This is an optimization exercise on Yosys and OpenROAD, whose aim is small area, a short achievable clock period and few clock cycles per item, not a production implementation.
Function was not checked in any run shown here: the RTL went through the layout flow alone.
Power and IR drop assume default switching activity.

**design/flow/config.mk**
```make
export PLATFORM = sky130hd
export DESIGN_NAME = dequant_quant_top
export DESIGN_NICKNAME = dequant_quant_top
export VERILOG_FILES = /design/flow/design.v
export SDC_FILE = /design/flow/constraint.sdc
export NUM_CORES = 4
export LEC_CHECK = 0
export CAP_MARGIN = 20
export CORE_MARGIN = 2
export CORE_UTILIZATION = 60
export SLEW_MARGIN = 20
```
**design/flow/constraint.sdc**
```tcl
create_clock -name core_clock -period 9.0 [get_ports {clk}]
set_input_delay 1.8000 -clock core_clock [delete_from_list [all_inputs] [get_ports {clk}]]
set_output_delay 1.8000 -clock core_clock [all_outputs]
set_load 0.01 [all_outputs]
```
**design/flow/design.v**
```verilog
package dq_pkg;
    localparam int DQ_DMA_WIDTH = 32;
    localparam int DQ_MAX_QWIDTH = 8;
    localparam int DQ_COUNT_WIDTH = 16;
endpackage
`timescale 1ns/1ps
module dq_config (
    input  logic        clk,
    input  logic        rst_n,
    input  logic        activate,
    input  logic [24:0] up_cfg_in,
    input  logic [24:0] down_cfg_in,
    output logic [3:0]  up_bw,
    output logic [4:0]  up_base,      
    output logic [3:0]  dn_bw,
    output logic [4:0]  dn_lo,        
    output logic        run
);
    always_ff @(posedge clk or negedge rst_n) begin
        if (!rst_n) begin
            run <= 1'b0;
        end else begin
            run <= activate;
        end
    end
    always_ff @(posedge clk) begin
        up_bw   <= up_cfg_in[24:21];
        up_base <= 5'd15 + up_cfg_in[20:16];
        dn_bw   <= down_cfg_in[24:21];
        dn_lo   <= 5'd15 - down_cfg_in[20:16];
    end
endmodule
`timescale 1ns/1ps
module bit_extractor (
    input  logic        clk,
    input  logic        run,
    input  logic        activate,
    input  logic [3:0]  bw,
    input  logic [15:0] num_in,      
    input  logic        in_valid,
    input  logic [31:0] in_data,
    output logic        in_ready,
    output logic        out_valid,
    output logic [7:0]  out_value,
    input  logic        out_ready
);
    logic [31:0] w;
    logic [14:0] l;
    logic [5:0]  p;
    logic [15:0] rem;        
    logic        f1;         
    logic        f2;         
    logic        rem_nz;
    logic        rem_gt1;
    logic        rem_gt2;
    logic        pop;
    logic        load;
    logic [5:0]  p_pop;      
    logic [5:0]  p_sel;
    logic        f2_pop;     
    logic        need_pop;
    logic        need_stay;
    logic [7:0]  mask;
    logic [46:0] win;
    logic [38:0] s32;
    logic [22:0] s16;
    logic [14:0] s8;
    logic [10:0] s4;
    logic [8:0]  s2;
    logic [7:0]  s1;
    assign rem_nz  = (rem != 16'd0);
    assign rem_gt1 = (rem[15:1] != 15'd0);
    assign rem_gt2 = rem_gt1 && (rem != 16'd2);
    assign pop  = rem_nz && !f1 && (!out_valid || out_ready);
    assign load = in_valid && in_ready;
    assign p_pop  = p + {2'd0, bw};
    assign f2_pop = ({1'b0, p} + {3'd0, bw} + {2'd0, bw, 1'b0}) > 7'd47;
    assign need_pop  = rem_gt2 ? f2_pop : (rem_gt1 && f2);
    assign need_stay = rem_gt1 ? f2 : (rem_nz && f1);
    assign p_sel = pop ? p_pop : p;
    always_comb begin
        for (int i = 0; i < 8; i++) mask[i] = (i < bw);
    end
    assign win = {w, l};
    always_comb begin
        for (int i = 0; i < 39; i++) s32[i] = (p[5] && i < 15) ? win[i+32] : win[i];
        for (int i = 0; i < 23; i++) s16[i] = p[4] ? s32[i+16] : s32[i];
        for (int i = 0; i < 15; i++) s8[i]  = p[3] ? s16[i+8]  : s16[i];
        for (int i = 0; i < 11; i++) s4[i]  = p[2] ? s8[i+4]   : s8[i];
        for (int i = 0; i < 9; i++)  s2[i]  = p[1] ? s4[i+2]   : s4[i];
        for (int i = 0; i < 8; i++)  s1[i]  = p[0] ? s2[i+1]   : s2[i];
    end
    always_ff @(posedge clk) begin
        if (!run) begin
            p         <= 6'd47;
            rem       <= num_in;
            f1        <= 1'b1;
            f2        <= 1'b1;
            out_valid <= 1'b0;
            in_ready  <= activate && (num_in != 16'd0);
        end else begin
            p         <= {p_sel[5] && !load, p_sel[4:0]};
            f1        <= !load && (pop ? f2 : f1);
            f2        <= !load && (pop ? f2_pop : f2);
            in_ready  <= activate && !load && (pop ? need_pop : need_stay);
            if (pop) begin
                rem <= rem - 16'd1;
            end
            if (!out_valid || out_ready) begin
                out_valid <= pop;
            end
        end
        if (load) begin
            w <= in_data;
            l <= w[31:17];
        end
        if (pop) begin
            out_value <= s1 & mask;
        end
    end
endmodule
`timescale 1ns/1ps
module dequantizer (
    input  logic [4:0]  base,        
    input  logic [7:0]  in_value,
    output logic [11:0] out_half     
);
    logic [2:0] pos;
    logic [7:0] norm;
    always_comb begin
        pos = '0;
        for (int i = 0; i < 8; i++) begin
            if (in_value[i]) pos = i[2:0];
        end
        norm = in_value << (3'd7 - pos);
        if (in_value == 8'd0) begin
            out_half = '0;
        end else begin
            out_half = {base + {2'd0, pos}, norm[6:0]};
        end
    end
endmodule
`timescale 1ns/1ps
module stream_fifo #(
    parameter int WIDTH = 16
) (
    input  logic             clk,
    input  logic             run,
    input  logic             wr_valid,
    input  logic [WIDTH-1:0] wr_data,
    output logic             wr_ready,
    output logic             rd_valid,
    output logic [WIDTH-1:0] rd_data,
    input  logic             rd_ready
);
    assign wr_ready = !rd_valid || rd_ready;
    always_ff @(posedge clk) begin
        if (!run) begin
            rd_valid <= 1'b0;
        end else if (wr_ready) begin
            rd_valid <= wr_valid;
        end
        if (wr_ready && wr_valid) begin
            rd_data <= wr_data;
        end
    end
endmodule
`timescale 1ns/1ps
module quantizer (
    input  logic [4:0]  lo,          
    input  logic [3:0]  bw,
    input  logic [15:0] in_half,
    output logic [7:0]  out_value
);
    logic        s;
    logic [4:0]  e;
    logic [10:0] mant;
    logic [5:0]  hi;
    logic [7:0]  max;
    logic [7:0]  hit;
    logic [7:0]  norm;
    assign s    = in_half[15];
    assign e    = in_half[14:10];
    assign mant = {1'b1, in_half[9:0]};
    assign hi   = {1'b0, lo} + {2'd0, bw};
    always_comb begin
        for (int i = 0; i < 8; i++) max[i] = (i < bw);
        for (int k = 0; k < 8; k++) hit[k] = (e[2:0] == 3'(lo[2:0] + 3'(k)));
        norm = '0;
        for (int k = 0; k < 8; k++) begin
            if (hit[k]) norm = norm | 8'(mant >> (10 - k));
        end
        if (s || (e == 5'd0)) begin
            out_value = '0;
        end else if ((e == 5'd31) || ({1'b0, e} >= hi)) begin
            out_value = max;
        end else if (e < lo) begin
            out_value = '0;
        end else begin
            out_value = norm;
        end
    end
endmodule
`timescale 1ns/1ps
module bit_packer (
    input  logic        clk,
    input  logic        run,
    input  logic        activate,
    input  logic [3:0]  bw,
    input  logic [15:0] num_in,      
    input  logic        in_valid,
    input  logic [7:0]  in_value,
    output logic        in_ready,
    output logic        out_valid,
    output logic [32:0] out_beat,
    input  logic        out_ready
);
    logic [15:0] rem;        
    logic [7:0]  qval;       
    logic        qv;
    logic [38:0] acc;
    logic [5:0]  fill;
    logic        rem_nz;
    logic        rem_gt1;
    logic        done;
    logic        word_rdy;
    logic        push;
    logic        move;
    logic        take;
    logic [38:0] ins;
    logic [5:0]  fill_m;     
    logic [5:0]  fill_s;     
    assign rem_nz   = (rem != 16'd0);
    assign rem_gt1  = (rem[15:1] != 15'd0);
    assign done     = !rem_nz && !qv;
    assign word_rdy = fill[5] || (done && (fill != 6'd0));
    assign push     = qv && (!fill[5] || !out_valid);
    assign move     = word_rdy && (!out_valid || out_ready);
    assign take     = in_valid && in_ready;
    assign ins    = push ? ({31'd0, qval} << fill[4:0]) : 39'd0;
    assign fill_m = {1'b0, fill[4:0] & {5{fill[5]}}} + (push ? {2'd0, bw} : 6'd0);
    assign fill_s = fill + (push ? {2'd0, bw} : 6'd0);
    logic [3:0] rdy_n;
    always_comb begin
        for (int k = 0; k < 4; k++) begin
            logic t, r, mv, nz, qvn, ovn;
            logic [5:0] fn;
            t   = k[1];
            r   = k[0];
            mv  = word_rdy && (!out_valid || r);
            nz  = t ? rem_gt1 : rem_nz;
            qvn = t || (qv && !push);
            ovn = mv || (out_valid && !r);
            fn  = mv ? fill_m : fill_s;
            rdy_n[k] = nz && (!qvn || !fn[5] || !ovn);
        end
    end
    always_ff @(posedge clk) begin
        if (!run) begin
            rem       <= num_in;
            qv        <= 1'b0;
            fill      <= '0;
            out_valid <= 1'b0;
            acc       <= '0;
            in_ready  <= activate && (num_in != 16'd0);
        end else begin
            if (take) begin
                rem <= rem - 16'd1;
            end
            qv        <= take || (qv && !push);
            fill      <= move ? fill_m : fill_s;
            out_valid <= move || (out_valid && !out_ready);
            acc       <= move ? ({32'd0, acc[38:32]} | ins) : (acc | ins);
            in_ready  <= activate && rdy_n[{take, out_ready}];
        end
        if (take) begin
            qval <= in_value;
        end
        if (move) begin
            out_beat <= {acc[31:0], done && (!fill[5] || fill == 6'd32)};
        end
    end
endmodule
`timescale 1ns/1ps
module dequant_quant_top (
    input  logic        clk,
    input  logic        rst_n,
    input  logic        activate,
    input  logic [24:0] up_cfg,
    input  logic [24:0] down_cfg,
    input  logic        rcv_valid,
    input  logic [32:0] rcv_beat,
    output logic        rcv_ready,
    output logic        deq_valid,
    output logic [15:0] deq_data,
    input  logic        deq_ready,
    input  logic        q_valid,
    input  logic [15:0] q_data,
    output logic        q_ready,
    output logic        trm_valid,
    output logic [32:0] trm_beat,
    input  logic        trm_ready
);
    logic        run;
    logic [3:0]  up_bw;
    logic [4:0]  up_base;
    logic [3:0]  dn_bw;
    logic [4:0]  dn_lo;
    logic        ext_valid;
    logic [7:0]  ext_value;
    logic        ext_ready;
    logic [11:0] dq_half;
    logic [11:0] out_half;
    logic [7:0]  qz_value;
    dq_config cfg0 (
        .clk(clk), .rst_n(rst_n), .activate(activate),
        .up_cfg_in(up_cfg), .down_cfg_in(down_cfg),
        .up_bw(up_bw), .up_base(up_base), .dn_bw(dn_bw), .dn_lo(dn_lo),
        .run(run)
    );
    bit_extractor ext0 (
        .clk(clk), .run(run), .activate(activate), .bw(up_bw), .num_in(up_cfg[15:0]),
        .in_valid(rcv_valid), .in_data(rcv_beat[32:1]), .in_ready(rcv_ready),
        .out_valid(ext_valid), .out_value(ext_value), .out_ready(ext_ready)
    );
    dequantizer deq0 (.base(up_base), .in_value(ext_value), .out_half(dq_half));
    stream_fifo #(.WIDTH(12)) up_out (
        .clk(clk), .run(run),
        .wr_valid(ext_valid), .wr_data(dq_half), .wr_ready(ext_ready),
        .rd_valid(deq_valid), .rd_data(out_half), .rd_ready(deq_ready)
    );
    assign deq_data = {1'b0, out_half, 3'b000};
    quantizer qnt0 (.lo(dn_lo), .bw(dn_bw), .in_half(q_data), .out_value(qz_value));
    bit_packer pack0 (
        .clk(clk), .run(run), .activate(activate), .bw(dn_bw), .num_in(down_cfg[15:0]),
        .in_valid(q_valid), .in_value(qz_value), .in_ready(q_ready),
        .out_valid(trm_valid), .out_beat(trm_beat), .out_ready(trm_ready)
    );
endmodule
```
**design/flow/flow/run.sh**
```bash
#!/bin/bash
# The standard layout, with buf_1 port buffers, a tighter repair target and
# a clock tree without dummy loads.
export BUFFER_PORTS_ARGS="-buffer_cell sky130_fd_sc_hd__buf_1"
export SETUP_SLACK_MARGIN=6.6
export CTS_ARGS="-sink_clustering_enable -repair_clock_nets -dont_use_dummy_load -buf_list {sky130_fd_sc_hd__clkbuf_4 sky130_fd_sc_hd__clkbuf_8} -sink_clustering_size 20 -sink_clustering_max_diameter 60"
bash standard.sh > standard.log 2>&1
```
**design/flow/standard.sh**
```bash
#!/bin/bash
# synth_recipe.tcl (not shown) runs the flow's synth.tcl, then flattens the netlist and writes it again
# the make line also repeats each setting of config.mk as NAME=value (left out here)
make -C /OpenROAD-flow-scripts/flow DESIGN_CONFIG=/design/flow/config.mk WORK_HOME=/design/flow/orfs CLKGATE_MAP_FILE= SYNTH_SCRIPT=/design/flow/synth_recipe.tcl "${@:-finish}"
```
==> results.yml, run 1 <==
sta:
  min_period_ns: 3.008
  tightest_slew_ns: 0.8823
  fin_skew_ns: 0.05915
  setup_viol: 0
  fin_crit_sh_pct: 33.42
  fmax_ghz: 0.3324
  slew_headroom_pct: 41.06
  hold_viol_final: 0
  rsz0062_at_grt: "true"
  worst_slack_ns: 5.992
  slew_viol_final: 0
  finalSetupTns_ns: 0
worst_hold_path:
  holdPathEnd: "ext0.l[6]"
  holdCritPathClass: "reg -> reg"
  worstHoldStart: "ext0.w[23]"
  hold_depth: 0
grt:
  grt_max_degree: 52
  first_global_vias: 7738
  grt_first_pass_wirelength_mm: 38.59
  grt.overflow.total: 0
  track_usage_pct: 23.92
  antenna_found_initial: 0
clock_network:
  cts.sinks: 218
  path_clk_slew_ns: 0.12
  cts_hold_buffers: 0
  tritoncts: "done"
  htreeDepth: 1
  numCtsBuffers: 19
  root_buffer: "clkbuf_8"
  clk_latency_ns: 0.52
  clockBufferDepth: 3
routing:
  routedWlPerCell_microns: 17.59
  drt_pass1_iterations: 5
  num_vias: 8514
  drt_first_iter_violations: 604
  wirelength_mm: 25.34
  antenna_left: 0
  drt-met1-wl_mm: 11.56
  routed.top_layer: "met4"
  wl_met3_mm: 1.428
  remaining_drc_errors: 0
  wl_met2_mm: 11.75
  avgViaCountPerCell: 5.908
floorplan:
  initial_utilization_pct: 60.79
  die_h_microns: 141.4
  core_sq_um: 18640
  dieArea_sq_um: 20000
  die_x_microns: 141.4
  num_rows: 50
  pin_count: 159
critical_path:
  critPathMaxFanout: 5
  worstReg2RegStart: "cfg0.dn_bw[1]"
  worstPathArrival_ns: 3.37
  reg2regPathDepth: 12
  critPathCaptureType: "register"
  critPathKind: "in -> reg"
  cp-start-kind: "primary input"
  worstPathRequired_ns: 9.37
  cp-startpoint: "q_data[12]"
  reg2reg_setup_slack_ns: 6.22
  r2r-end: "pack0.qval[0]"
placement:
  finalWeightedCongestion: 0.8937
  hpwl_mm: 16.19
  pre_cts_slack_ns: 4.989
  placement.io_buffers: 150
  dp_cells: 1351
yosys:
  syn_avg_cell_area_sq_um: 11.22
  ys_seq_area_share_pct: 50.92
  yosys-top-cells-area: "edfxtp_1 37%, dfxtp_1 14%, ha_1 5.0%, mux4_2 3.8%, mux2i_1 3.5%"
  synthArstFlopShare_pct: 0.4587
  synth_edf_count: 140
  synth_warnings: 30
  ys_types: 77
  synth_top_area_share_pct: 37.10
  syn_area_sq_um: 11330
  netlist_instances: 1010
  synthFlopType: "edfxtp_1"
  synth_top_cell_by_area: "edfxtp_1"
  yosys_register_bits: 218
flow_run:
  maxCapViolCount: 0
finish:
  antenna_cells: 0
  area_growth_syn_to_layout_pct: 22.57
  layout_commonest_cell: "edfxtp_1"
  nets: 1369
  final_cells: 1441
  fillers: 1338
  drive_gt1_share_pct: 26.84
  final_cell_mix: "140 x edfxtp_1, 105 x buf_1, 86 x nor2_1"
pwr:
  leakage_nw: 5.105
  peakVddDrop_uv: 139.0
  power.density_nw_per_um2: 149.0
status:
  status: "complete, no violations"
[cells by family after synthesis]
kind of cell               share of synthesized area, %
and+or+nand+nor                                   12.71
AOI/OAI and AO/OA                                 12.80
DFF                                               50.92
buffers and inverters                             3.555
muxes                                             9.793
adders and majority gates                         6.558
xor gates and xnor gates                          3.633
other                                           0.03309
[layer usage]
layer	up-vias	GRT usage (%)
met4	0	6.368
met2	323	38.04
met1	4005	34.88
met3	54	3.341
met5	-	0
li1	4132	-
[cell usage after synthesis (18+ instances only)]
cell type / n
a21oi_1: 73
a22oi_1: 20
clkbuf_1: 30
dfxtp_1: 77
edfxtp_1: 140
ha_1: 45
inv_1: 45
mux2_2: 24
mux2i_1: 40
mux4_2: 19
nand2_1: 66
nor2_1: 90
o21ai_0: 24
xnor2_1: 29
xor2_1: 18
[power breakdown]
part / switching, mW / internal [mW]
Combinational: 0.196 / 0.204
Sequential: 0.0576 / 1.12
Clock: 0.304 / 0.190
Total: 0.558 / 1.51
[worst max-delay path, stage by stage]
cell,delay (ns)
buf_12,0.12
xnor2_4,0.12
buf_12,0.15
xnor2_4,0.14
buf_6,0.13
buf_4,0.12
o32ai_1,0.30
a222oi_1,0.13
nand3b_1,0.20
a21oi_1,0.15
[sequential cells by signal, indices dropped and copies added, names as in the netlist, 6 cells and up]
| register | cells |
|---|---|
| ext0.rem | 16 |
| pack0.qval | 8 |
| up_out.rd_data | 12 |
| pack0.out_beat | 33 |
| ext0.p | 6 |
| pack0.acc | 39 |
| ext0.w | 32 |
| pack0.rem | 16 |
| pack0.fill | 6 |
| ext0.out_value | 8 |
| ext0.l | 15 |
[per-stage QoR]
step	total power [mW]	instance area [sq um]	utilization (%)	hold WS [ns]
3_5_place_dp	1.518	12240	65.66	0.4171
4_1_cts	2.048	13340	71.57	0.4113
2_1_floorplan	1.437	11650	-	0.4081
6_report	2.070	13890	74.50	0.4357
5_1_grt	2.167	13890	74.50	0.4462
3_3_place_gp	1.510	12240	65.66	0.4137
[worst max path at each step]
stage / slack (ns) / endpoint / depth (start not counted)
after global placement: 5.03 / pack0.qval[6] / 8
final: 5.99 / pack0.qval[3] / 10
after floorplan: 5.74 / pack0.qval[3] / 8
after detailed placement: 4.99 / pack0.qval[3] / 8
after CTS: 6.10 / trm_beat[3] / 1
after global routing: 5.97 / pack0.qval[3] / 10
[layout make-up]
class,instances,area (sq um),share of cell area [%]
Inverter,47,203.9,1.468
Sequential cell,218,5808,41.82
Multi-Input combinational cell,698,5792,41.70
Clock buffer,19,261.5,1.883
Tap cell,234,292.8,2.108
Timing Repair inverter,3,38.79,0.2793
Timing Repair Buffer,222,1493,10.75
[timing repair]
action	in CTS	in global routing
resized for setup	98	116
gates cloned	8	0
pin swaps	28	57
endpoints found under the setup margin	183	153
setup buffers	38	25
==> inputs of run 2 (changes only) <==
--- a/design/flow/flow/run.sh
+++ b/design/flow/flow/run.sh
@@ -4,3 +4,3 @@
 export BUFFER_PORTS_ARGS="-buffer_cell sky130_fd_sc_hd__buf_1"
-export SETUP_SLACK_MARGIN=6.6
+export SETUP_SLACK_MARGIN=5.8
 export CTS_ARGS="-sink_clustering_enable -repair_clock_nets -dont_use_dummy_load -buf_list {sky130_fd_sc_hd__clkbuf_4 sky130_fd_sc_hd__clkbuf_8} -sink_clustering_size 20 -sink_clustering_max_diameter 60"
==> results.yml, run 2 <==
finish:
  antenna_cells: 0
  fillers: 1464
  area_growth_syn_to_layout_pct: 9.948
  final_cell_mix: "149 x buf_1, 140 x edfxtp_1, 89 x nor2_1"
  nets: 1303
  drive_gt1_share_pct: 9.904
  layout_commonest_cell: "buf_1"
  regMostFlops: "pack0.acc"
  fin_util_pct: 66.83
  reg.largest.list: "pack0.acc x39, pack0.out_beat x33, ext0.w x32"
  largest_register_ffs: 39
grt:
  grt_first_pass_wirelength_mm: 37.05
  first_global_vias: 7589
  track_usage_pct: 22.67
  grt.overflow.total: 0
  antenna_found_initial: 0
  grt_max_degree: 73
pwr:
  power.density_nw_per_um2: 159.3
  peakVddDrop_uv: 113.7
  leakage_nw: 4.443
  finalPower_mw: 1.985
critical_path:
  critPathKind: "in -> reg"
  critPathMaxFanout: 6
  cp-start-kind: "primary input"
  worstPathArrival_ns: 3.36
  worstPathRequired_ns: 9.23
  path_buf_inv: 1
  max_stage_delay_ns: 0.38
  cpLargestDelayFamily: "XOR/XNOR gates"
  crit_path_top_delay_cell: "mux2_2"
  crit_chain: "buf_2, xnor2_4, xnor2_2, mux2_2, and3_1, o21ai_0, a211oi_1"
  critPathCaptureType: "register"
yosys:
  synthAdderAreaFrac_pct: 6.558
  synth.most_common_cell: "edfxtp_1"
  synth-xor-area-share_pct: 3.633
  syn_area_sq_um: 11330
  synth_top_cell_by_area: "edfxtp_1"
  yosys_register_bits: 218
  synthFlopType: "edfxtp_1"
  synth_warnings: 30
  yosys-top-cells-area: "edfxtp_1 37%, dfxtp_1 14%, ha_1 5.0%, mux4_2 3.8%, mux2i_1 3.5%"
  yosys-mux-area-fraction_pct: 9.794
  synthArstFlopShare_pct: 0.4587
  synth_edf_count: 140
  synth_top_area_share_pct: 37.10
  yosys.area_share.simple_pct: 12.71
  syn_avg_cell_area_sq_um: 11.22
  ys_types: 77
  netlist_instances: 1010
  netlist_top_cells_count: "140 x edfxtp_1, 90 x nor2_1, 77 x dfxtp_1"
  ys_seq_area_share_pct: 50.92
  synth_compound_area_share_pct: 12.80
  synth_top_family_by_area: "compound AO/OA/AOI/OAI gates"
sta:
  min_period_ns: 3.128
  tightest_slew_ns: 0.9590
  fin_crit_sh_pct: 34.76
  rsz0062_at_grt: "true"
  slew_viol_final: 0
  fin_skew_ns: 0.06564
  worst_slack_ns: 5.872
  fmax_ghz: 0.3197
  finalSetupTns_ns: 0
  setup_viol: 0
  hold_viol_final: 0
  slew_headroom_pct: 35.93
placement:
  placement.io_buffers: 150
  pre_cts_slack_ns: 4.650
  hpwl_mm: 16.42
  finalWeightedCongestion: 0.8735
floorplan:
  num_rows: 50
  initial_utilization_pct: 60.79
  die_x_microns: 141.4
  dieArea_sq_um: 20000
  pin_count: 159
  die_h_microns: 141.4
  core_sq_um: 18640
clock_network:
  cts_hold_buffers: 0
  cts.sinks: 218
  tritoncts: "done"
  htreeDepth: 1
  numCtsBuffers: 19
  path_clk_slew_ns: 0.11
  clk_latency_ns: 0.53
  clockBufferDepth: 3
  root_buffer: "clkbuf_8"
routing:
  routedWlPerCell_microns: 16.52
  drt_first_iter_violations: 369
  antenna_left: 0
  wl_met2_mm: 11.49
  routed.top_layer: "met4"
  wl_met3_microns: 825
  wirelength_mm: 22.71
  drt-met1-wl_mm: 9.785
  avgViaCountPerCell: 5.799
  remaining_drc_errors: 0
  num_vias: 7973
  drt_pass1_iterations: 5
flow_run:
  maxCapViolCount: 0
status:
  status: "complete, no violations"
worst_hold_path:
  holdCritPathClass: "reg -> reg"
[run 2: changes by cell type in the layout (fill, tap and decap cells not counted), sizes merged]
cell / before / now
buf: 186 / 159
inv: 49 / 47
clkbuf: 55 / 19
clkinvlp: 1 / 0
[run 2: final timing paths]
path	slack, ns	end	cells after the start	from
min	0.38	pack0.out_beat[28]	0	pack0.acc[27]
max reg2reg	5.94	ext0.in_ready	10	cfg0.up_bw[0]
max in group asynchronous	7.87	cfg0.run	1	rst_n
min in group asynchronous	1.03	cfg0.run	1	rst_n
min reg2reg	0.38	pack0.out_beat[28]	0	pack0.acc[27]
max	5.87	pack0.qval[1]	7	q_data[12]
[run 2: stage by stage]
stage               cell area, sq um  hold slack, ns  std cells
floorplan                      11430          0.4081       1013
global placement               12110          0.4147       1353
detailed placement             12110          0.4184       1353
CTS                            12410          0.3864       1373
global route                   12460          0.3880       1375
finish                         12460          0.3849       1375
[run 2: repair_timing]
item                       4_1_cts  5_1_grt
setup buffers                    1        2
resized for setup                7       10
setup endpoints to repair       33       27
pin swaps                        1        2
[run 2: kinds of logic after synthesis]
logic type,count (synthesis)
AO/OA/AOI/OAI,223
XOR/XNOR,47
adder cells (fa/ha/maj),54
buffers and inverters,97
flip-flops,218
multiplexers,84
other,1
AND/OR/NAND/NOR,286
[run 2: power by group]
group	total, mW	internal, mW	switching (mW)
registers	1.17	1.12	0.0504
logic	0.328	0.158	0.170
clock network	0.488	0.189	0.299
[run 2: worst reg2reg max path: cells and delay by family (launching register included)]
kind | cells | cell delay [ns]
adders and majority gates | 3 | 1.10
and+or+nand+nor | 2 | 0.58
AOI/OAI and AO/OA | 3 | 0.73
buffers and inverters | 1 | 0.06
DFF | 1 | 0.38
muxes | 1 | 0.12
[run 2: final cells by class]
cell class / instances / area, sq um / area share, %
sequential: 218 / 5777 / 46.36
multi-input combinational: 698 / 5296 / 42.51
timing repair buffer: 159 / 648.1 / 5.202
tap: 234 / 292.8 / 2.350
clock buffer: 19 / 261.5 / 2.099
inverter: 47 / 183.9 / 1.476
[run 2: per-layer routing]
| layer | global-route usage, % | up-vias |
|---|---|---|
| met2 | 39.93 | 161 |
| met1 | 29.92 | 3803 |
| li1 | - | 3973 |
| met5 | 0 | - |
| met4 | 5.947 | 0 |
| met3 | 2.835 | 36 |
==> inputs of run 3 (changes only) <==
--- a/design/flow/design.v
+++ b/design/flow/design.v
@@ -10,8 +10,5 @@
     input  logic        activate,
-    input  logic [24:0] up_cfg_in,
     input  logic [24:0] down_cfg_in,
-    output logic [3:0]  up_bw,
-    output logic [4:0]  up_base,      
-    output logic [3:0]  dn_bw,
     output logic [4:0]  dn_lo,        
+    output logic [5:0]  dn_hi,        
     output logic        run
@@ -26,6 +23,4 @@
     always_ff @(posedge clk) begin
-        up_bw   <= up_cfg_in[24:21];
-        up_base <= 5'd15 + up_cfg_in[20:16];
-        dn_bw   <= down_cfg_in[24:21];
-        dn_lo   <= 5'd15 - down_cfg_in[20:16];
+        dn_lo <= 5'd15 - down_cfg_in[20:16];
+        dn_hi <= {1'b0, 5'd15 - down_cfg_in[20:16]} + {2'd0, down_cfg_in[24:21]};
     end
@@ -123,3 +118,3 @@
 module dequantizer (
-    input  logic [4:0]  base,        
+    input  logic [4:0]  scale,       
     input  logic [7:0]  in_value,
@@ -138,3 +133,3 @@
         end else begin
-            out_half = {base + {2'd0, pos}, norm[6:0]};
+            out_half = {scale + (5'd15 + {2'd0, pos}), norm[6:0]};
         end
@@ -170,2 +165,3 @@
     input  logic [4:0]  lo,          
+    input  logic [5:0]  hi,          
     input  logic [3:0]  bw,
@@ -177,3 +173,2 @@
     logic [10:0] mant;
-    logic [5:0]  hi;
     logic [7:0]  max;
@@ -184,3 +179,2 @@
     assign mant = {1'b1, in_half[9:0]};
-    assign hi   = {1'b0, lo} + {2'd0, bw};
     always_comb begin
@@ -304,6 +298,4 @@
     logic        run;
-    logic [3:0]  up_bw;
-    logic [4:0]  up_base;
-    logic [3:0]  dn_bw;
     logic [4:0]  dn_lo;
+    logic [5:0]  dn_hi;
     logic        ext_valid;
@@ -316,4 +308,3 @@
         .clk(clk), .rst_n(rst_n), .activate(activate),
-        .up_cfg_in(up_cfg), .down_cfg_in(down_cfg),
-        .up_bw(up_bw), .up_base(up_base), .dn_bw(dn_bw), .dn_lo(dn_lo),
+        .down_cfg_in(down_cfg), .dn_lo(dn_lo), .dn_hi(dn_hi),
         .run(run)
@@ -321,3 +312,3 @@
     bit_extractor ext0 (
-        .clk(clk), .run(run), .activate(activate), .bw(up_bw), .num_in(up_cfg[15:0]),
+        .clk(clk), .run(run), .activate(activate), .bw(up_cfg[24:21]), .num_in(up_cfg[15:0]),
         .in_valid(rcv_valid), .in_data(rcv_beat[32:1]), .in_ready(rcv_ready),
@@ -325,3 +316,3 @@
     );
-    dequantizer deq0 (.base(up_base), .in_value(ext_value), .out_half(dq_half));
+    dequantizer deq0 (.scale(up_cfg[20:16]), .in_value(ext_value), .out_half(dq_half));
     stream_fifo #(.WIDTH(12)) up_out (
@@ -332,5 +323,5 @@
     assign deq_data = {1'b0, out_half, 3'b000};
-    quantizer qnt0 (.lo(dn_lo), .bw(dn_bw), .in_half(q_data), .out_value(qz_value));
+    quantizer qnt0 (.lo(dn_lo), .hi(dn_hi), .bw(down_cfg[24:21]), .in_half(q_data), .out_value(qz_value));
     bit_packer pack0 (
-        .clk(clk), .run(run), .activate(activate), .bw(dn_bw), .num_in(down_cfg[15:0]),
+        .clk(clk), .run(run), .activate(activate), .bw(down_cfg[24:21]), .num_in(down_cfg[15:0]),
         .in_valid(q_valid), .in_value(qz_value), .in_ready(q_ready),
--- a/design/flow/flow/run.sh
+++ b/design/flow/flow/run.sh
@@ -4,3 +4,3 @@
 export BUFFER_PORTS_ARGS="-buffer_cell sky130_fd_sc_hd__buf_1"
-export SETUP_SLACK_MARGIN=5.8
+export SETUP_SLACK_MARGIN=6.2
 export CTS_ARGS="-sink_clustering_enable -repair_clock_nets -dont_use_dummy_load -buf_list {sky130_fd_sc_hd__clkbuf_4 sky130_fd_sc_hd__clkbuf_8} -sink_clustering_size 20 -sink_clustering_max_diameter 60"
==> results.yml, run 3 <==
grt:
  first_global_vias: 7529
  grt_max_degree: 91
  grt_first_pass_wirelength_mm: 36.89
  grt.overflow.total: 0
  track_usage_pct: 22.73
  antenna_found_initial: 0
clock_network:
  cts.sinks: 211
  htreeDepth: 1
  cts_hold_buffers: 0
  clk_latency_ns: 0.53
  clockBufferDepth: 3
  tritoncts: "done"
  path_clk_slew_ns: 0.09
  numCtsBuffers: 18
  root_buffer: "clkbuf_8"
critical_path:
  cpLargestDelayFamily: "adder cells"
  critPathMaxFanout: 4
  worstPathArrival_ns: 4.20
  worstReg2RegStart: "ext0.p[1]"
  crit_path_top_delay_cell: "fa_1"
  cp-startpoint: "up_cfg[21]"
  crit_chain: "buf_6, fa_1, ha_2, inv_2, fa_2, or3b_1, a221oi_2, a21o_1, a221o_1, nor3b_1, o41ai_1"
  cp-start-kind: "primary input"
  critPathKind: "in -> reg"
  critPathCaptureType: "register"
  worstPathRequired_ns: 9.41
  path_buf_inv: 2
  max_stage_delay_ns: 0.54
placement:
  hpwl_mm: 16.10
  finalWeightedCongestion: 0.8556
  dp_cells: 1380
  placement.io_buffers: 150
pwr:
  switchingPower_mw: 0.5192
  combPwrFrac_pct: 18.5
  internal-power_mw: 1.439
  peakVddDrop_uv: 130.0
  clkPwrFrac_pct: 23.7
  leakage_nw: 4.728
  swShare_pct: 26.52
  power.density_nw_per_um2: 151.1
  seqPwrFrac_pct: 57.8
floorplan:
  pin_count: 159
  die_h_microns: 140.9
  dieArea_sq_um: 19860
  die_x_microns: 140.9
  num_rows: 50
  initial_utilization_pct: 60.74
  core_sq_um: 18520
routing:
  num_vias: 8231
  wirelength_mm: 22.97
  drt_first_iter_violations: 463
  avgViaCountPerCell: 5.825
  routedWlPerCell_microns: 16.26
  remaining_drc_errors: 0
  drt_pass1_iterations: 5
  antenna_left: 0
sta:
  fin_skew_ns: 0.05971
  finalSetupTns_ns: 0
  min_period_ns: 3.786
  slew_headroom_pct: 36.79
  hold_viol_final: 0
  hold_ws_ns: 0.4138
  fmax_ghz: 0.2641
  tightest_slew_ns: 0.9409
  rsz0062_at_grt: "true"
  slew_viol_final: 0
  setup_viol: 0
  fin_crit_sh_pct: 42.07
status:
  status: "complete, no violations"
yosys:
  yosys_register_bits: 211
  synth.most_common_cell: "edfxtp_1"
  synth_compound_area_share_pct: 13.19
  yosys-mux-area-fraction_pct: 8.355
  syn_avg_cell_area_sq_um: 10.82
  netlist_instances: 1039
  ys_types: 75
  yosys-top-cells-area: "edfxtp_1 37%, dfxtp_1 12%, ha_1 5.2%, a21oi_1 3.3%, mux4_2 3.0%"
  synth_warnings: 30
  synth-xor-area-share_pct: 3.916
  synth_top_family_by_area: "simple AND/OR/NAND/NOR gates"
  synth_edf_count: 140
  netlist_top_cells_count: "140 x edfxtp_1, 85 x nor2_1, 80 x nand2_1"
  synthArstFlopShare_pct: 0.4739
  yosys.area_share.simple_pct: 13.46
  synth_top_cell_by_area: "edfxtp_1"
  syn_area_sq_um: 11250
  ys_seq_area_share_pct: 50.06
  synthFlopType: "edfxtp_1"
  synthAdderAreaFrac_pct: 6.831
  synth_top_area_share_pct: 37.38
flow_run:
  maxCapViolCount: 0
finish:
  nets: 1343
  final-seq-area_sq_um: 5638
  multi_input_area_sq_um: 5598
  final_cells: 1413
  area_growth_syn_to_layout_pct: 15.21
  fillers: 1463
  layout_commonest_cell: "edfxtp_1"
  reg.largest.list: "pack0.acc x39, pack0.out_beat x33, ext0.w x32"
  antenna_cells: 0
  final_cell_mix: "140 x edfxtp_1, 95 x buf_1, 85 x nor2_1"
  regMostFlops: "pack0.acc"
  largest_register_ffs: 39
  drive_gt1_share_pct: 19.00
worst_hold_path:
  worstHoldStart: "pack0.acc[3]"
  holdCritPathClass: "reg -> reg"
==> run 3: layer usage <==
layer  track usage [%]  vias to the layer above  wire length (microns)
li1                  -                     4086                      -
met1             35.17                     3857                  11220
met2             34.69                      262                   9926
met3             3.227                       26                   1529
met4             4.316                        0                    298
met5                 0                        -                      0
==> run 3: area by class of cell <==
class | instances | area share [%]
sequential | 211 | 43.51
multi-input combinational | 722 | 43.20
timing repair buffer | 171 | 6.981
tap | 234 | 2.260
inverter | 56 | 2.076
clock buffer | 18 | 1.912
timing repair inverter | 1 | 0.05794
==> run 3: worst reg2reg max path: cells and delay by family, from the launching register on <==
family                   cells  cell delay, ns
AO/OA/AOI/OAI                4            0.74
flip-flops                   1            0.49
buffers and inverters        1            0.04
AND/OR/NAND/NOR              2            0.46
adder cells (fa/ha/maj)      3            1.10
==> run 3: cells by family after synthesis <==
| logic type | Yosys count |
|---|---|
| adders and majority gates | 56 |
| xor gates and xnor gates | 47 |
| DFF | 211 |
| and+or+nand+nor | 309 |
| muxes | 70 |
| buffers and inverters | 109 |
| other | 1 |
| AOI/OAI and AO/OA | 236 |
==> run 3: power by group through the flow <==
stage | Combinational, mW | Sequential, mW | Clock [mW]
floorplan | 0.265 | 1.14 | 0
global placement | 0.327 | 1.15 | 0
detailed placement | 0.335 | 1.15 | 0
CTS | 0.354 | 1.13 | 0.478
global route | 0.404 | 1.14 | 0.510
finish | 0.362 | 1.13 | 0.464
==> run 3: metrics by stage <==
| step | power, mW | setup WS [ns] | area [sq um] | util [%] |
|---|---|---|---|---|
| after floorplan | 1.400 | 4.948 | 11640 | - |
| after CTS | 1.964 | 5.224 | 12810 | 69.18 |
| after detailed placement | 1.489 | 4.505 | 12290 | 66.34 |
| final | 1.958 | 5.214 | 12960 | 69.97 |
| after global routing | 2.053 | 5.077 | 12960 | 69.97 |
| after global placement | 1.479 | 4.571 | 12290 | 66.34 |
==> run 3: timing repair <==
action,in CTS,in global routing
setup buffers,8,5
resized for setup,54,55
pin swaps,16,15
gates cloned,2,0
setup endpoints to repair,154,83
==> run 3: final timing paths <==
| path | to | slack [ns] | depth (start not counted) |
|---|---|---|---|
| hold / removal | pack0.out_beat[4] | 0.41 | 0 |
| setup / recovery | ext0.in_ready | 5.21 | 11 |
| hold reg to reg | pack0.out_beat[4] | 0.41 | 0 |
| setup reg to reg | ext0.in_ready | 6.13 | 10 |
| min in group asynchronous | cfg0.run | 1.04 | 1 |
| max in group asynchronous | cfg0.run | 7.80 | 1 |
==> inputs of run 4 (changes only) <==
==> design/flow/flow/run.sh (replaced) <==
#!/bin/bash
# The standard layout, with buf_1 port buffers, a tighter repair target and
# a clock tree without dummy loads.
export BUFFER_PORTS_ARGS="-buffer_cell sky130_fd_sc_hd__buf_1"
export SETUP_SLACK_MARGIN=6.2
export CTS_ARGS="-sink_clustering_enable -repair_clock_nets -dont_use_dummy_load -buf_list {sky130_fd_sc_hd__clkbuf_8} -sink_clustering_size 16 -sink_clustering_max_diameter 50"
bash standard.sh > standard.log 2>&1
==> results.yml, run 4 <==
pwr:
  power.density_nw_per_um2: 156.1
  leakage_nw: 4.763
  peakVddDrop_uv: 120.2
yosys:
  syn_avg_cell_area_sq_um: 10.82
  syn_area_sq_um: 11250
  ys_seq_area_share_pct: 50.06
  netlist_instances: 1039
  synth_top_area_share_pct: 37.38
  synth_top_cell_by_area: "edfxtp_1"
  synthArstFlopShare_pct: 0.4739
  synth.most_common_cell: "edfxtp_1"
  yosys_register_bits: 211
  yosys-top-cells-area: "edfxtp_1 37%, dfxtp_1 12%, ha_1 5.2%, a21oi_1 3.3%, mux4_2 3.0%"
  synth_warnings: 30
  synth_edf_count: 140
  netlist_top_cells_count: "140 x edfxtp_1, 85 x nor2_1, 80 x nand2_1"
  synthFlopType: "edfxtp_1"
  ys_types: 75
routing:
  num_vias: 8284
  routedWlPerCell_microns: 16.48
  wirelength_mm: 23.38
  remaining_drc_errors: 0
  drt_pass1_iterations: 6
  antenna_left: 0
  avgViaCountPerCell: 5.838
  drt_first_iter_violations: 637
critical_path:
  critPathKind: "in -> reg"
  reg2regPathDepth: 10
  r2r-end: "ext0.in_ready"
  critPathMaxFanout: 4
  reg2reg_setup_slack_ns: 6.10
  worstPathArrival_ns: 4.20
  critPathCaptureType: "register"
  worstReg2RegStart: "ext0.p[1]"
  cp-start-kind: "primary input"
  worstPathRequired_ns: 9.42
placement:
  pre_cts_slack_ns: 4.505
  finalWeightedCongestion: 0.8556
  placement.io_buffers: 150
  hpwl_mm: 16.10
grt:
  grt_first_pass_wirelength_mm: 37.30
  first_global_vias: 7612
  grt_max_degree: 91
  track_usage_pct: 23.02
  antenna_found_initial: 0
  grt.overflow.total: 0
sta:
  slew_headroom_pct: 36.75
  fin_skew_ns: 0.04552
  slew_viol_final: 0
  fmax_ghz: 0.2644
  finalSetupTns_ns: 0
  worst_slack_ns: 5.218
  tightest_slew_ns: 0.9415
  hold_viol_final: 0
  fin_crit_sh_pct: 42.02
  min_period_ns: 3.782
  setup_viol: 0
  rsz0062_at_grt: "true"
finish:
  fillers: 1449
  layout_commonest_cell: "edfxtp_1"
  largest_register_ffs: 39
  regMostFlops: "pack0.acc"
  final-seq-area_sq_um: 5638
  antenna_cells: 0
  reg.largest.list: "pack0.acc x39, pack0.out_beat x33, ext0.w x32"
  final_cell_mix: "140 x edfxtp_1, 97 x buf_1, 85 x nor2_1"
  drive_gt1_share_pct: 19.32
  multi_input_area_sq_um: 5600
  nets: 1349
  area_growth_syn_to_layout_pct: 15.93
clock_network:
  clockBufferDepth: 3
  cts_hold_buffers: 0
  path_clk_slew_ns: 0.10
  numCtsBuffers: 24
  clk_latency_ns: 0.54
  htreeDepth: 1
  root_buffer: "clkbuf_8"
  cts.sinks: 211
  tritoncts: "done"
floorplan:
  die_h_microns: 140.9
  pin_count: 159
  core_sq_um: 18520
  initial_utilization_pct: 60.74
  num_rows: 50
  die_x_microns: 140.9
  dieArea_sq_um: 19860
flow_run:
  maxCapViolCount: 0
worst_hold_path:
  holdCritPathClass: "reg -> reg"
  hold_depth: 2
  worstHoldStart: "pack0.acc[38]"
  holdPathEnd: "pack0.acc[6]"
status:
  status: "complete, no violations"
-- run 4: stage by stage --
step                hold slack (ns)  total power, mW  utilization, %  cell area (sq um)  std cells
global placement             0.4138            1.479           66.34              12290       1380
finish                       0.4059            2.035           70.41              13040       1419
global route                 0.4213            2.132           70.41              13040       1419
CTS                          0.4120            2.042           69.60              12890       1414
detailed placement           0.4200            1.489           66.34              12290       1380
floorplan                    0.4081            1.400               -              11640       1042
-- run 4: layout make-up --
type | instances | area share, %
clock buffers | 24 | 2.533
inverters | 56 | 2.025
multi-input cells | 722 | 42.95
flip-flops and latches | 211 | 43.24
well taps | 234 | 2.245
repair buffers | 171 | 6.947
repair inverters | 1 | 0.05758
-- run 4: cells by family after synthesis --
family | synth area share [%]
AND/OR/NAND/NOR | 13.46
AO/OA/AOI/OAI | 13.19
flip-flops | 50.06
buffers and inverters | 4.150
multiplexers | 8.355
adder cells (fa/ha/maj) | 6.831
XOR/XNOR | 3.916
other | 0.03334
-- run 4: worst max-delay path, stage by stage --
cell	delay, ns
buf_6	0.11
fa_1	0.54
ha_2	0.19
inv_2	0.04
fa_2	0.33
or3b_1	0.40
a221oi_2	0.24
a21o_1	0.11
a221o_1	0.16
nor3b_1	0.06
o41ai_1	0.24
-- run 4: worst max path at each step --
stage               slack (ns)  cells past startpoint       start             to
finish                    5.22                     11  up_cfg[21]  ext0.in_ready
global route              5.08                     11  up_cfg[21]  ext0.in_ready
CTS                       5.23                     11  up_cfg[21]  ext0.in_ready
detailed placement        4.50                     11  up_cfg[22]  ext0.in_ready
global placement          4.57                     11  up_cfg[22]  ext0.in_ready
floorplan                 4.95                     10  up_cfg[21]  ext0.in_ready
-- run 4: layer usage --
metal,GRT usage (%),up-vias,share of wire [%]
li1,-,4096,-
met1,35.12,3911,49
met2,35.66,255,44
met3,3.363,22,6.6
met4,4.263,0,1.2
met5,0,-,0
-- run 4: power breakdown --
part / switching (mW) / internal (mW) / leakage (nW) / total (mW)
Clock: 0.303 / 0.236 / 0.173 / 0.539
Combinational: 0.192 / 0.172 / 2.67 / 0.364
Sequential: 0.0449 / 1.09 / 1.92 / 1.13
Total: 0.539 / 1.50 / 4.76 / 2.04
-- run 4: timing repair --
item	CTS	global route
endpoints found under the setup margin	154	72
cloned	2	0
buffers inserted	8	5
endpoints found under the hold margin	0	0
pin swaps	15	21
resized for setup	53	53
==> inputs of run 5 (changes only) <==
--- a/design/flow/design.v
+++ b/design/flow/design.v
@@ -32,3 +32,3 @@
     input  logic        activate,
-    input  logic [3:0]  bw,
+    input  logic [3:0]  bw,          
     input  logic [15:0] num_in,      
@@ -42,3 +42,3 @@
     logic [31:0] w;
-    logic [14:0] l;
+    logic [9:0]  l;
     logic [5:0]  p;
@@ -54,2 +54,3 @@
     logic [5:0]  p_sel;
+    logic [5:0]  t2;         
     logic        f2_pop;     
@@ -58,3 +59,3 @@
     logic [7:0]  mask;
-    logic [46:0] win;
+    logic [41:0] win;
     logic [38:0] s32;
@@ -71,5 +72,6 @@
     assign p_pop  = p + {2'd0, bw};
-    assign f2_pop = ({1'b0, p} + {3'd0, bw} + {2'd0, bw, 1'b0}) > 7'd47;
-    assign need_pop  = rem_gt2 ? f2_pop : (rem_gt1 && f2);
-    assign need_stay = rem_gt1 ? f2 : (rem_nz && f1);
+    assign t2     = 6'd42 - {1'b0, bw, 1'b0};
+    assign f2_pop = (p_pop > t2);
+    assign need_pop  = rem_gt2 ? (f2_pop && p_pop[5]) : (rem_gt1 && f2);
+    assign need_stay = rem_gt1 ? (f1 || (f2 && p[5])) : (rem_nz && f1);
     assign p_sel = pop ? p_pop : p;
@@ -80,3 +82,3 @@
     always_comb begin
-        for (int i = 0; i < 39; i++) s32[i] = (p[5] && i < 15) ? win[i+32] : win[i];
+        for (int i = 0; i < 39; i++) s32[i] = (p[5] && i < 10) ? win[i+32] : win[i];
         for (int i = 0; i < 23; i++) s16[i] = p[4] ? s32[i+16] : s32[i];
@@ -89,3 +91,3 @@
         if (!run) begin
-            p         <= 6'd47;
+            p         <= 6'd42;
             rem       <= num_in;
@@ -109,3 +111,3 @@
             w <= in_data;
-            l <= w[31:17];
+            l <= w[31:22];
         end
==> design/flow/flow/run.sh (replaced) <==
#!/bin/bash
# The standard layout, with buf_1 port buffers, a tighter repair target and
# a clock tree without dummy loads.
export BUFFER_PORTS_ARGS="-buffer_cell sky130_fd_sc_hd__buf_1"
export SETUP_SLACK_MARGIN=6.2
export CTS_ARGS="-sink_clustering_enable -repair_clock_nets -dont_use_dummy_load -buf_list {sky130_fd_sc_hd__clkbuf_4 sky130_fd_sc_hd__clkbuf_8} -sink_clustering_size 20 -sink_clustering_max_diameter 60"
bash standard.sh > standard.log 2>&1
==> results.yml, run 5 <==
status:
  status: "complete, no violations"
placement:
  hpwl_mm: 16.59
  dp_cells: 1344
  placed_cell_area_sq_um: 11920
  finalWeightedCongestion: 0.8820
  placement.io_buffers: 150
yosys:
  synth_top_cell_by_area: "edfxtp_1"
  synth_top_area_share_pct: 37.08
  ys_types: 78
  synth_warnings: 35
  synth.most_common_cell: "edfxtp_1"
  syn_avg_cell_area_sq_um: 10.81
  yosys_register_bits: 206
  ys_seq_area_share_pct: 50.13
  synthFlopType: "edfxtp_1"
  synthArstFlopShare_pct: 0.4854
  syn_area_sq_um: 10930
  yosys-top-cells-area: "edfxtp_1 37%, dfxtp_1 13%, ha_1 4.9%, mux4_2 3.3%, nor2_1 3.2%"
  netlist_top_cells_count: "135 x edfxtp_1, 92 x nor2_1, 73 x nand2_1"
  netlist_instances: 1011
  synth_edf_count: 135
sta:
  tightest_slew_ns: 0.9689
  rsz0062_at_grt: "true"
  setup_viol: 0
  slew_viol_final: 0
  slew_headroom_pct: 34.81
  finalSetupTns_ns: 0
  hold_viol_final: 0
  fin_crit_sh_pct: 42.59
  fmax_ghz: 0.2609
  min_period_ns: 3.833
  fin_skew_ns: 0.02934
clock_network:
  clockBufferDepth: 3
  root_buffer: "clkbuf_8"
  path_clk_slew_ns: 0.11
  cts.sinks: 206
  numCtsBuffers: 16
  cts_hold_buffers: 0
  htreeDepth: 1
  clk_latency_ns: 0.52
  tritoncts: "done"
finish:
  nets: 1302
  drive_gt1_share_pct: 19.55
  reg.largest.list: "pack0.acc x39, pack0.out_beat x33, ext0.w x32"
  regMostFlops: "pack0.acc"
  design_area_sq_um: 12610
  final_cell_mix: "135 x edfxtp_1, 96 x buf_1, 92 x nor2_1"
  antenna_cells: 0
  area_growth_syn_to_layout_pct: 15.32
  layout_commonest_cell: "edfxtp_1"
  largest_register_ffs: 39
  fin_util_pct: 70.43
  final_cells: 1375
floorplan:
  die_x_microns: 139.0
  pin_count: 159
  core_sq_um: 17900
  num_rows: 49
  initial_utilization_pct: 61.07
  dieArea_sq_um: 19320
  die_h_microns: 139.0
grt:
  track_usage_pct: 23.97
  grt_max_degree: 51
  grt_first_pass_wirelength_mm: 38.47
  antenna_found_initial: 0
  first_global_vias: 7685
  grt.overflow.total: 0
critical_path:
  critPathKind: "in -> reg"
  reg2reg_setup_slack_ns: 5.65
  max_stage_delay_ns: 0.34
  worstPathRequired_ns: 9.40
  worstPathArrival_ns: 4.23
  worstReg2RegStart: "ext0.p[3]"
  cpLargestDelayFamily: "compound AO/OA/AOI/OAI gates"
  critPathCaptureType: "register"
  cp-start-kind: "primary input"
  critPathMaxFanout: 4
  path_buf_inv: 1
  cpMostUsedCell: "a21o_1"
  reg2regPathDepth: 11
  r2r-end: "ext0.in_ready"
  crit_chain: "buf_8, ha_4, fa_2, a21o_1, a21oi_2, xnor2_1, ha_1, and4b_1, a31oi_1, o31a_1, a31o_2, a21o_1, a32o_1"
  crit_path_top_delay_cell: "fa_2"
routing:
  drt_pass1_iterations: 5
  num_vias: 8077
  remaining_drc_errors: 0
  drt_first_iter_violations: 475
  antenna_left: 0
  wirelength_mm: 23.39
  routedWlPerCell_microns: 17.01
  avgViaCountPerCell: 5.874
pwr:
  peakVddDrop_uv: 115.8
  leakage_nw: 4.539
  power.density_nw_per_um2: 150.3
worst_hold_path:
  hold_depth: 0
  holdPathEnd: "pack0.out_beat[14]"
  holdCritPathClass: "reg -> reg"
  worstHoldStart: "pack0.acc[13]"
flow_run:
  maxCapViolCount: 0
run 5: changes by cell type in the layout (fill, tap and decap cells not counted), moves of 7 or more:
| cell | previous run | this run |
|---|---|---|
| nor2_1 | 85 | 92 |
| o21ai_0 | 44 | 52 |
| xor2_1 | 19 | 12 |
| a21oi_1 | 65 | 57 |
| nand2b_1 | 14 | 6 |
| o211ai_1 | 10 | 2 |
| a22oi_1 | 16 | 24 |
| a31oi_1 | 6 | 15 |
| clkbuf_8 | 24 | 16 |
| o22ai_1 | 7 | 0 |
run 5: layout make-up:
cell class	instances	area, sq um
inverters	56	259.0
fillers	1349	5294
clock buffers	16	220.2
multi-input cells	699	5489
flip-flops and latches	206	5490
repair buffers	169	863.3
well taps	229	286.5
run 5: cells by family after synthesis:
group           after synthesis  share of synthesized area (%)
xor+xnor                     46                          3.891
mux                          69                          8.892
simple gates                300                          13.61
buf+inv                     109                          4.234
compound gates              232                          13.38
fa+ha+maj                    48                          5.837
other cells                   1                        0.03430
flops                       206                          50.13
run 5: power breakdown:
part           total, mW  leakage (nW)  internal, mW  switching, mW
clock network      0.438         0.115         0.161          0.277
registers           1.11          1.88          1.06         0.0513
logic              0.347          2.54         0.168          0.179
run 5: repair_timing:
action / in CTS / in global routing
pin swaps: 19 / 21
resized for setup: 50 / 64
setup buffers: 14 / 1
setup endpoints to repair: 69 / 111
run 5: routing by layer:
metal	GRT usage (%)	share of wire, %
met3	3.764	6.2
met4	5.954	2.0
met5	0	0
met2	39.23	46
met1	33.91	45
run 5: worst register-to-register path, stage by stage, from the launching register on:
cell and delay (ns):
dfxtp_1 0.97, ha_4 0.34, and3_1 0.17, a221o_1 0.34
xor2_2 0.17, ha_1 0.32, nor2_1 0.11, a31oi_1 0.05
o31a_1 0.13, a31o_2 0.25, a21o_1 0.19, a32o_1 0.23
run 5: how the worst max path moves through the flow:
| stage | from | end | slack, ns | cells past startpoint |
|---|---|---|---|---|
| floorplan | up_cfg[21] | ext0.in_ready | 4.97 | 12 |
| finish | up_cfg[21] | ext0.in_ready | 5.17 | 13 |
| detailed placement | up_cfg[22] | ext0.in_ready | 4.54 | 12 |
| global route | up_cfg[21] | ext0.in_ready | 5.10 | 13 |
| global placement | up_cfg[24] | ext0.in_ready | 4.59 | 12 |
| CTS | up_cfg[21] | ext0.in_ready | 5.20 | 13 |
run 5: through the flow:
step | setup WS, ns | total power, mW | hold slack, ns
after CTS | 5.201 | 1.899 | 0.4324
final | 5.167 | 1.895 | 0.4303
after global routing | 5.098 | 1.993 | 0.4518
after floorplan | 4.971 | 1.353 | 0.4081
after detailed placement | 4.535 | 1.439 | 0.4165
after global placement | 4.588 | 1.430 | 0.4107
==> inputs of run 6 (changes only) <==
--- a/design/flow/design.v
+++ b/design/flow/design.v
@@ -10,5 +10,7 @@
     input  logic        activate,
+    input  logic [24:0] up_cfg_in,
     input  logic [24:0] down_cfg_in,
+    output logic [3:0]  up_bw,
+    output logic [3:0]  dn_bw,
     output logic [4:0]  dn_lo,        
-    output logic [5:0]  dn_hi,        
     output logic        run
@@ -23,4 +25,5 @@
     always_ff @(posedge clk) begin
+        up_bw <= up_cfg_in[24:21];
+        dn_bw <= down_cfg_in[24:21];
         dn_lo <= 5'd15 - down_cfg_in[20:16];
-        dn_hi <= {1'b0, 5'd15 - down_cfg_in[20:16]} + {2'd0, down_cfg_in[24:21]};
     end
@@ -167,6 +170,6 @@
     input  logic [4:0]  lo,          
-    input  logic [5:0]  hi,          
     input  logic [3:0]  bw,
     input  logic [15:0] in_half,
-    output logic [7:0]  out_value
+    output logic        sat,         
+    output logic [7:0]  value        
 );
@@ -175,5 +178,6 @@
     logic [10:0] mant;
-    logic [7:0]  max;
+    logic [5:0]  hi;
     logic [7:0]  hit;
     logic [7:0]  norm;
+    logic        zero;
     assign s    = in_half[15];
@@ -181,4 +185,4 @@
     assign mant = {1'b1, in_half[9:0]};
+    assign hi   = {1'b0, lo} + {2'd0, bw};
     always_comb begin
-        for (int i = 0; i < 8; i++) max[i] = (i < bw);
         for (int k = 0; k < 8; k++) hit[k] = (e[2:0] == 3'(lo[2:0] + 3'(k)));
@@ -188,11 +192,5 @@
         end
-        if (s || (e == 5'd0)) begin
-            out_value = '0;
-        end else if ((e == 5'd31) || ({1'b0, e} >= hi)) begin
-            out_value = max;
-        end else if (e < lo) begin
-            out_value = '0;
-        end else begin
-            out_value = norm;
-        end
+        zero  = s || (e == 5'd0) || (e < lo) || ({1'b0, e} >= hi);
+        sat   = !s && (e != 5'd0) && ((e == 5'd31) || ({1'b0, e} >= hi));
+        value = zero ? 8'd0 : norm;
     end
@@ -207,2 +205,3 @@
     input  logic        in_valid,
+    input  logic        in_sat,      
     input  logic [7:0]  in_value,
@@ -215,2 +214,5 @@
     logic [7:0]  qval;       
+    logic        qsat;
+    logic [7:0]  max;
+    logic [7:0]  qv_val;
     logic        qv;
@@ -235,3 +237,7 @@
     assign take     = in_valid && in_ready;
-    assign ins    = push ? ({31'd0, qval} << fill[4:0]) : 39'd0;
+    always_comb begin
+        for (int i = 0; i < 8; i++) max[i] = (i < bw);
+    end
+    assign qv_val = qsat ? max : qval;
+    assign ins    = push ? ({31'd0, qv_val} << fill[4:0]) : 39'd0;
     assign fill_m = {1'b0, fill[4:0] & {5{fill[5]}}} + (push ? {2'd0, bw} : 6'd0);
@@ -273,2 +279,3 @@
             qval <= in_value;
+            qsat <= in_sat;
         end
@@ -300,4 +307,6 @@
     logic        run;
+    logic [3:0]  up_bw;
+    logic [3:0]  dn_bw;
     logic [4:0]  dn_lo;
-    logic [5:0]  dn_hi;
+    logic        qz_sat;
     logic        ext_valid;
@@ -310,3 +319,4 @@
         .clk(clk), .rst_n(rst_n), .activate(activate),
-        .down_cfg_in(down_cfg), .dn_lo(dn_lo), .dn_hi(dn_hi),
+        .up_cfg_in(up_cfg), .down_cfg_in(down_cfg),
+        .up_bw(up_bw), .dn_bw(dn_bw), .dn_lo(dn_lo),
         .run(run)
@@ -314,3 +324,3 @@
     bit_extractor ext0 (
-        .clk(clk), .run(run), .activate(activate), .bw(up_cfg[24:21]), .num_in(up_cfg[15:0]),
+        .clk(clk), .run(run), .activate(activate), .bw(up_bw), .num_in(up_cfg[15:0]),
         .in_valid(rcv_valid), .in_data(rcv_beat[32:1]), .in_ready(rcv_ready),
@@ -325,6 +335,6 @@
     assign deq_data = {1'b0, out_half, 3'b000};
-    quantizer qnt0 (.lo(dn_lo), .hi(dn_hi), .bw(down_cfg[24:21]), .in_half(q_data), .out_value(qz_value));
+    quantizer qnt0 (.lo(dn_lo), .bw(dn_bw), .in_half(q_data), .sat(qz_sat), .value(qz_value));
     bit_packer pack0 (
-        .clk(clk), .run(run), .activate(activate), .bw(down_cfg[24:21]), .num_in(down_cfg[15:0]),
-        .in_valid(q_valid), .in_value(qz_value), .in_ready(q_ready),
+        .clk(clk), .run(run), .activate(activate), .bw(dn_bw), .num_in(down_cfg[15:0]),
+        .in_valid(q_valid), .in_sat(qz_sat), .in_value(qz_value), .in_ready(q_ready),
         .out_valid(trm_valid), .out_beat(trm_beat), .out_ready(trm_ready)
==> results.yml, run 6 <==
yosys:
  synth_top_area_share_pct: 36.32
  synthAdderAreaFrac_pct: 5.319
  synth_top_cell_by_area: "edfxtp_1"
  synthFlopType: "edfxtp_1"
  yosys-top-cells-area: "edfxtp_1 36%, dfxtp_1 13%, mux4_2 5.2%, ha_1 4.8%, a21oi_1 3.9%"
  syn_area_sq_um: 11240
  ys_types: 83
  yosys_register_bits: 209
  netlist_top_cells_count: "136 x edfxtp_1, 102 x nor2_1, 88 x a21oi_1"
  yosys.area_share.simple_pct: 13.89
  syn_avg_cell_area_sq_um: 10.84
  synth_compound_area_share_pct: 13.93
  yosys-mux-area-fraction_pct: 9.236
  synth_warnings: 35
  synthArstFlopShare_pct: 0.4785
  synth-xor-area-share_pct: 3.739
  synth_edf_count: 136
  ys_seq_area_share_pct: 49.36
  synth_top_family_by_area: "compound AO/OA/AOI/OAI gates"
  synth.most_common_cell: "edfxtp_1"
  netlist_instances: 1037
sta:
  tightest_slew_ns: 0.9113
  fmax_ghz: 0.3363
  slew_viol_final: 0
  min_period_ns: 2.973
  fin_crit_sh_pct: 33.04
  hold_viol_final: 0
  rsz0062_at_grt: "true"
  fin_skew_ns: 0.07425
  setup_viol: 0
  worst_slack_ns: 6.027
  finalSetupTns_ns: 0
  slew_headroom_pct: 39.11
finish:
  layout_commonest_cell: "edfxtp_1"
  nets: 1321
  final_cell_mix: "136 x edfxtp_1, 102 x nor2_1, 102 x buf_1"
  drive_gt1_share_pct: 18.68
  reg.largest.list: "pack0.acc x39, pack0.out_beat x33, ext0.w x32"
  regMostFlops: "pack0.acc"
  antenna_cells: 0
  final_cells: 1401
  largest_register_ffs: 39
  area_growth_syn_to_layout_pct: 12.96
placement:
  pre_cts_slack_ns: 5.272
  placement.io_buffers: 150
  finalWeightedCongestion: 0.8763
  dp_cells: 1375
  hpwl_mm: 17.09
critical_path:
  critPathMaxFanout: 8
  worstPathArrival_ns: 3.28
  cp-start-kind: "primary input"
  critPathKind: "in -> reg"
  worstPathRequired_ns: 9.31
  critPathCaptureType: "register"
grt:
  antenna_found_initial: 0
  grt.overflow.total: 0
  first_global_vias: 7861
  grt_first_pass_wirelength_mm: 38.41
  track_usage_pct: 23.68
  grt_max_degree: 77
worst_hold_path:
  holdCritPathClass: "reg -> reg"
clock_network:
  cts.sinks: 209
  cts_hold_buffers: 0
  path_clk_slew_ns: 0.12
  clk_latency_ns: 0.54
  numCtsBuffers: 17
  clockBufferDepth: 3
  tritoncts: "done"
  root_buffer: "clkbuf_8"
  htreeDepth: 1
routing:
  drt_pass1_iterations: 4
  remaining_drc_errors: 0
  num_vias: 8264
  routedWlPerCell_microns: 17.31
  antenna_left: 0
  avgViaCountPerCell: 5.899
  wirelength_mm: 24.26
  drt_first_iter_violations: 421
pwr:
  power.density_nw_per_um2: 148.5
  peakVddDrop_uv: 108.1
  leakage_nw: 4.538
floorplan:
  initial_utilization_pct: 60.72
  dieArea_sq_um: 19850
  core_sq_um: 18520
  die_x_microns: 140.9
  num_rows: 50
  pin_count: 159
  die_h_microns: 140.9
status:
  status: "complete, no violations"
flow_run:
  maxCapViolCount: 0
run 6: cell count changes after synthesis, moves of 6 or more:
cell	before	now
xor2_1	13	19
nand3_1	27	17
nor2_1	92	102
mux4_2	16	26
o22ai_1	1	15
o21ai_0	57	35
a21oi_1	67	88
inv_1	55	49
a22oi_1	24	12
nor3_1	10	19
run 6: path summary, 6_finish.rpt:
| check | cells past startpoint | start | slack (ns) | end |
|---|---|---|---|---|
| worst max-delay path | 9 | q_data[10] | 6.03 | pack0.qval[2] |
| worst min register to register | 0 | pack0.acc[17] | 0.42 | pack0.out_beat[18] |
| max in group asynchronous | 1 | rst_n | 7.87 | cfg0.run |
| min in group asynchronous | 1 | rst_n | 1.02 | cfg0.run |
| worst max register to register | 12 | cfg0.dn_bw[0] | 6.19 | pack0.qval[2] |
| worst min-delay path | 0 | pack0.acc[17] | 0.42 | pack0.out_beat[18] |
run 6: final cells by class:
class / instances / area (sq um)
Sequential cell: 209 / 5579
Clock buffer: 17 / 234.0
Fill cell: 1469 / 5816
Timing Repair Buffer: 163 / 813.3
Inverter: 53 / 276.5
Multi-Input combinational cell: 724 / 5495
Tap cell: 234 / 292.8
Timing Repair inverter: 1 / 11.26
run 6: logic make-up (layout without fill, tap and decap cells):
| group | Yosys count | in the layout |
|---|---|---|
| AOI/OAI and AO/OA | 243 | 243 |
| xor gates and xnor gates | 48 | 48 |
| adders and majority gates | 46 | 46 |
| buffers and inverters | 107 | 234 |
| DFF | 209 | 209 |
| muxes | 69 | 69 |
| other | 1 | 4 |
| and+or+nand+nor | 314 | 314 |
run 6: worst max-delay path, stage by stage:
cell      delay [ns]
buf_12          0.11
inv_16          0.05
ha_4            0.18
nand2b_4        0.13
a21o_1          0.16
a21oi_2         0.16
o21ai_2         0.08
a221o_2         0.44
a31oi_1         0.17
run 6: repair_timing:
item / in CTS / in global routing
cloned: 1 / 1
buffers inserted: 4 / 3
pin swaps: 3 / 1
setup endpoints to repair: 145 / 66
resized for setup: 48 / 47
run 6: through the flow:
step / hold WS [ns] / total power [mW] / util [%] / area [sq um]
3_5_place_dp: 0.4175 / 1.438 / 65.53 / 12140
5_1_grt: 0.4285 / 1.973 / 68.59 / 12700
3_3_place_gp: 0.4159 / 1.431 / 65.53 / 12140
2_1_floorplan: 0.4080 / 1.361 / - / 11590
4_1_cts: 0.4111 / 1.899 / 67.83 / 12560
6_report: 0.4191 / 1.887 / 68.59 / 12700
run 6: routing by layer:
| metal | GRT usage [%] | share of wire [%] | up-vias |
|---|---|---|---|
| met3 | 3.295 | 3.9 | 41 |
| li1 | - | - | 4100 |
| met4 | 5.789 | 2.0 | 0 |
| met5 | 0 | 0 | - |
| met2 | 41.95 | 50 | 175 |
| met1 | 30.99 | 44 | 3948 |
run 6: where the power goes:
| part | internal [mW] | leakage, nW | switching [mW] | total, mW |
|---|---|---|---|---|
| combinational | 0.144 | 2.51 | 0.166 | 0.310 |
| sequential | 1.07 | 1.90 | 0.0483 | 1.12 |
| clock | 0.170 | 0.122 | 0.289 | 0.459 |

-- separate check: timing with driven ports --
Ports are ideal in the flow. The routed layouts listed here were re-timed in OpenROAD. Step 1, drivers: a clkbuf_16 drives clk and a buf_2 each remaining input, both assumed. Step 2, shift: input delay + t, output delay - t, t = (earliest + latest rising clock arrival at the registers) / 2. This alone moves slack from input paths to output paths. a / b / c = ideal / step 1 / step 2; a / b = the first two.
run	t, ns	setup WS [ns]	hold slack, ns	worst setup path at the end	worst register clock-pin slew, ns
run 1	0.537	5.992 / 5.983 / 5.446	0.436 / 0.436 / 0.436	input to register	0.12 / 0.12
run 2	0.544	5.872 / 5.897 / 5.353	0.385 / 0.385 / 0.385	input to register	0.12 / 0.12
run 3	0.540	5.214 / 5.221 / 4.681	0.414 / 0.414 / 0.414	input to register	0.12 / 0.12
run 4	0.551	5.218 / 5.224 / 4.673	0.406 / 0.406 / 0.406	input to register	0.10 / 0.10
run 5	0.544	5.167 / 5.162 / 4.618	0.430 / 0.430 / 0.430	input to register	0.11 / 0.11
run 6	0.543	6.027 / 6.023 / 5.480	0.419 / 0.419 / 0.419	input to register	0.12 / 0.12
After both steps setup and hold are still met in every run listed. For run 5, which loses most, drivers alone change the setup slack by -0.005 ns; drivers and shift together by -0.549 ns.
